Background: an optimization exercise with open tools, aiming at small area and few clock cycles per item. Do not read the settings as production practice. RTL that was checked went through simulation tests only; none was proved equivalent to the original. Power figures rest on the tool's default switching activity, not on a simulated workload.

## the previous run
==> flow/design.v <==
module sha3_padder #(
  parameter int D = 256,
  parameter logic [7:0] SUFFIX = 8'h06,
  localparam int R = 1600 - 2 * D
) (
  input  logic         clk,
  input  logic         reset,
  input  logic [7:0]   in_data,
  input  logic         in_valid,
  input  logic         in_last,
  input  logic         in_empty,
  output logic         in_ready,
  output logic [R-1:0] block,
  output logic         block_valid,
  output logic         block_last,
  input  logic         block_ready
);
  localparam int NB = R / 8;
  localparam int CW = $clog2(NB);
  localparam int NH = (NB + 15) / 16;
  logic [CW-1:0] cnt, cnt_n;
  logic          full, full_n;
  logic          last_r, last_n;
  logic          sfx, sfx_n;
  logic [R-1:0]  buffer;
  logic          xfer, free, take, wr, wr_sfx, at_end;
  logic [7:0]    bus;
  logic [15:0]   dlo;
  logic [NH-1:0] dhi;
  logic [NB-1:0] wsel;
  assign xfer   = full & block_ready;
  assign free   = ~full | block_ready;
  assign take   = free & ~sfx & in_valid;
  assign at_end = (cnt == CW'(NB - 1));
  assign wr_sfx = (free & sfx) | (take & in_last & in_empty);
  assign wr     = wr_sfx | (take & ~(in_last & in_empty));
  assign bus    = wr_sfx ? SUFFIX : in_data;
  assign in_ready    = free & ~sfx & reset;
  assign block_valid = full;
  assign block_last  = last_r;
  always_comb begin
    for (int i = 0; i < 16; i++) dlo[i] = (cnt[3:0] == 4'(i));
    for (int j = 0; j < NH; j++) dhi[j] = wr & reset & (cnt[CW-1:4] == (CW-4)'(j));
    for (int k = 0; k < NB; k++) wsel[k] = dlo[k % 16] & dhi[k / 16];
  end
  always_comb begin
    cnt_n  = cnt;
    full_n = full & ~xfer;
    last_n = last_r;
    sfx_n  = sfx;
    if (free & sfx) begin
      sfx_n  = 1'b0;
      full_n = 1'b1;
      last_n = 1'b1;
      cnt_n  = '0;
    end else if (take) begin
      if (in_last & in_empty) begin
        full_n = 1'b1;
        last_n = 1'b1;
        cnt_n  = '0;
      end else begin
        if (in_last) sfx_n = 1'b1;
        if (at_end) begin
          full_n = 1'b1;
          last_n = 1'b0;
          cnt_n  = '0;
        end else begin
          cnt_n = cnt + CW'(1);
        end
      end
    end
  end
  always_ff @(posedge clk) begin
    if (!reset) begin
      cnt    <= '0;
      full   <= 1'b0;
      last_r <= 1'b0;
      sfx    <= 1'b0;
    end else begin
      cnt    <= cnt_n;
      full   <= full_n;
      last_r <= last_n;
      sfx    <= sfx_n;
    end
  end
  logic keep;
  assign keep = reset & ~xfer;
  always_ff @(posedge clk) begin
    for (int k = 0; k < NB; k++)
      buffer[8*k +: 8] <= ({8{wsel[k]}} & bus) | ({8{keep}} & buffer[8*k +: 8]);
  end
  assign block = {buffer[R-1] | last_r, buffer[R-2:0]};
endmodule
Settings: LEC_CHECK=0, CAP_MARGIN=20, CORE_MARGIN=2, CORE_UTILIZATION=40, CTS_BUF_LIST=sky130_fd_sc_hd__clkbuf_16, CTS_CLUSTER_DIAMETER=80, CTS_CLUSTER_SIZE=32, PLACE_DENSITY=0.85, SLEW_MARGIN=20; clock period 6.0 ns.
standard.sh (not shown) runs the stock make flow with config.mk's settings and CLKGATE_MAP_FILE= SYNTH_SCRIPT=/design/flow/synth_recipe.tcl, a recipe that flattens the netlist after the stock synthesis.
==> flow/flow/run.sh <==
#!/bin/bash
# Standard ORFS flow (the standard.sh, unchanged synthesis), with the
# port buffers made from the smallest buffer cell and the synthesized logic
# cells set to their smallest drive before placement (repair_design then
# sizes up whatever needs it).
set -o pipefail
cp standard.sh standard_sh.log
export BUFFER_PORTS_ARGS="-buffer_cell sky130_fd_sc_hd__buf_1"
export POST_FLOORPLAN_TCL="$(pwd)/flow/downsize.tcl"
bash standard.sh > flow_standard.log 2>&1
==> flow/flow/downsize.tcl <==
# Downsize every logic cell to the smallest drive of its family (same function).
set db [ord::get_db]
set block [ord::get_db_block]
set n 0
foreach inst [$block getInsts] {
  set m [[$inst getMaster] getName]
  if {[regexp {^(sky130_fd_sc_hd__[a-z0-9]+)_([0-9]+)$} $m -> base drv]} {
    if {[regexp {^sky130_fd_sc_hd__(df|edf|sdf|dl|clk|buf|tap|fill|decap|conb|diode)} $m]} { continue }
    set best $m
    set barea [[$inst getMaster] getArea]
    foreach d {0 1 2} {
      set cand ${base}_$d
      set cm [$db findMaster $cand]
      if {$cm ne "NULL" && [$cm getArea] < $barea} { set best $cand; set barea [$cm getArea] }
    }
    if {$best ne $m} {
      replace_cell [get_cells [$inst getName]] $best
      incr n
    }
  }
}
puts "downsize: replaced $n cells"
Testbench counts of the previous run, summed over its fixed seeds: cycles 69,248, bytes 68,856.
Input changes introduced in the current run (baseline for comparison: the previous run):
--- a/flow/design.v
+++ b/flow/design.v
@@ -18,5 +18,6 @@
   localparam int NB = R / 8;
   localparam int CW = $clog2(NB);
-  localparam int NH = (NB + 15) / 16;
+  localparam int NG = NB / 4;           
+  localparam int NH = (NG + 7) / 8;
   logic [CW-1:0] cnt, cnt_n;
   logic          full, full_n;
@@ -24,23 +25,35 @@
   logic          sfx, sfx_n;
   logic [R-1:0]  buffer;
-  logic          xfer, free, take, wr, wr_sfx, at_end;
+  logic          xfer, free, take, wr, wr_sfx, at_end, sfx_next;
   logic [7:0]    bus;
-  logic [15:0]   dlo;
+  logic [7:0]    lane [4];
+  logic [7:0]    dlo;
   logic [NH-1:0] dhi;
-  logic [NB-1:0] wsel;
+  logic [NG-1:0] wsel;
   assign xfer   = full & block_ready;
   assign free   = ~full | block_ready;
   assign take   = free & ~sfx & in_valid;
   assign at_end = (cnt == CW'(NB - 1));
-  assign wr_sfx = (free & sfx) | (take & in_last & in_empty);
-  assign wr     = wr_sfx | (take & ~(in_last & in_empty));
-  assign bus    = wr_sfx ? SUFFIX : in_data;
+  assign wr_sfx   = (free & sfx) | (take & in_last & in_empty);
+  assign wr       = wr_sfx | (take & ~(in_last & in_empty));
+  assign bus      = wr_sfx ? SUFFIX : in_data;
+  assign sfx_next = take & in_last & ~in_empty & (cnt[1:0] != 2'd3);
   assign in_ready    = free & ~sfx & reset;
   assign block_valid = full;
   assign block_last  = last_r;
   always_comb begin
-    for (int i = 0; i < 16; i++) dlo[i] = (cnt[3:0] == 4'(i));
-    for (int j = 0; j < NH; j++) dhi[j] = wr & reset & (cnt[CW-1:4] == (CW-4)'(j));
-    for (int k = 0; k < NB; k++) wsel[k] = dlo[k % 16] & dhi[k / 16];
+    for (int i = 0; i < 8; i++) dlo[i] = (cnt[4:2] == 3'(i));
+    for (int j = 0; j < NH; j++) dhi[j] = wr & reset & (cnt[CW-1:5] == (CW-5)'(j));
+    for (int g = 0; g < NG; g++) wsel[g] = dlo[g % 8] & dhi[g / 8];
+  end
+  always_comb begin
+    for (int l = 0; l < 4; l++) begin
+      if (cnt[1:0] == 2'(l))
+        lane[l] = bus;
+      else if (sfx_next && cnt[1:0] == 2'(l - 1))
+        lane[l] = SUFFIX;
+      else
+        lane[l] = 8'h00;
+    end
   end
   always_comb begin
@@ -56,4 +69,8 @@
     end else if (take) begin
       if (in_last & in_empty) begin
+        full_n = 1'b1;
+        last_n = 1'b1;
+        cnt_n  = '0;
+      end else if (sfx_next) begin
         full_n = 1'b1;
         last_n = 1'b1;
@@ -88,5 +105,5 @@
   always_ff @(posedge clk) begin
     for (int k = 0; k < NB; k++)
-      buffer[8*k +: 8] <= ({8{wsel[k]}} & bus) | ({8{keep}} & buffer[8*k +: 8]);
+      buffer[8*k +: 8] <= ({8{wsel[k / 4]}} & lane[k % 4]) | ({8{keep}} & buffer[8*k +: 8]);
   end
   assign block = {buffer[R-1] | last_r, buffer[R-2:0]};
Results
The current run vs the previous run, largest family of logic cells by synthesized area: buffers and inverters vs compound AO/OA/AOI/OAI gates
The current run leaves less setup margin than the previous run.
When the current run is set beside the previous run, its layout-stage area growth over the synthesis result turns out to be 0.36 points larger.
Of the current run and the previous run, it is the current run that has the lower sequential share of layout area.
[diff] peak ir drop on the vdd network, the current run relative to the previous run: improvement
Initial antenna violation count (higher): the previous run
NOTE: global-route usage in the current run exceeds that of the previous run
Against the previous run, placer's final routability congestion estimate in the current run rose slightly.
Against the previous run, the final cell area of the current run is higher.
Fmax delta (the current run − the previous run): unfavourable
The previous run → the current run: clock-buffer cell count went up by 4, share of final-layout standard cells stronger than drive strength 1 went up by 0.95 points, clock power share went up by 2.0 points.
No functional check of the RTL was part of the current run.

static timing again, ports no longer ideal:
The flow's constraints put no driver on any port. The routed layouts listed below were extracted and timed again, unchanged, in two steps.
Step 1 (the two cells are an assumption about what drives the block):
set clk [get_ports {clk}]
set_driving_cell -lib_cell sky130_fd_sc_hd__clkbuf_16 $clk
set_driving_cell -lib_cell sky130_fd_sc_hd__buf_2 [delete_from_list [all_inputs] $clk]
Step 2 also shifts input and output timing later by t, the mid clock arrival at the registers, as if the neighbouring blocks saw the same clock.
a / b / c = ideal ports / drivers / drivers and shift; a / b = the first two.
run	shift t [ns]	slack for setup (ns)	worst setup path after step 2	clock arrival spread, ns	pins driven straight from the clock port
the previous run	0.696	2.529 / 2.486 / 2.053	input to register	0.050 / 0.050	1
the current run	0.700	2.301 / 2.329 / 1.629	input to register	0.055 / 0.055	1
After both steps every run listed still meets setup and hold. The setup slack of the current run, which loses most, moves by +0.028 ns with the drivers and by -0.672 ns with both steps.
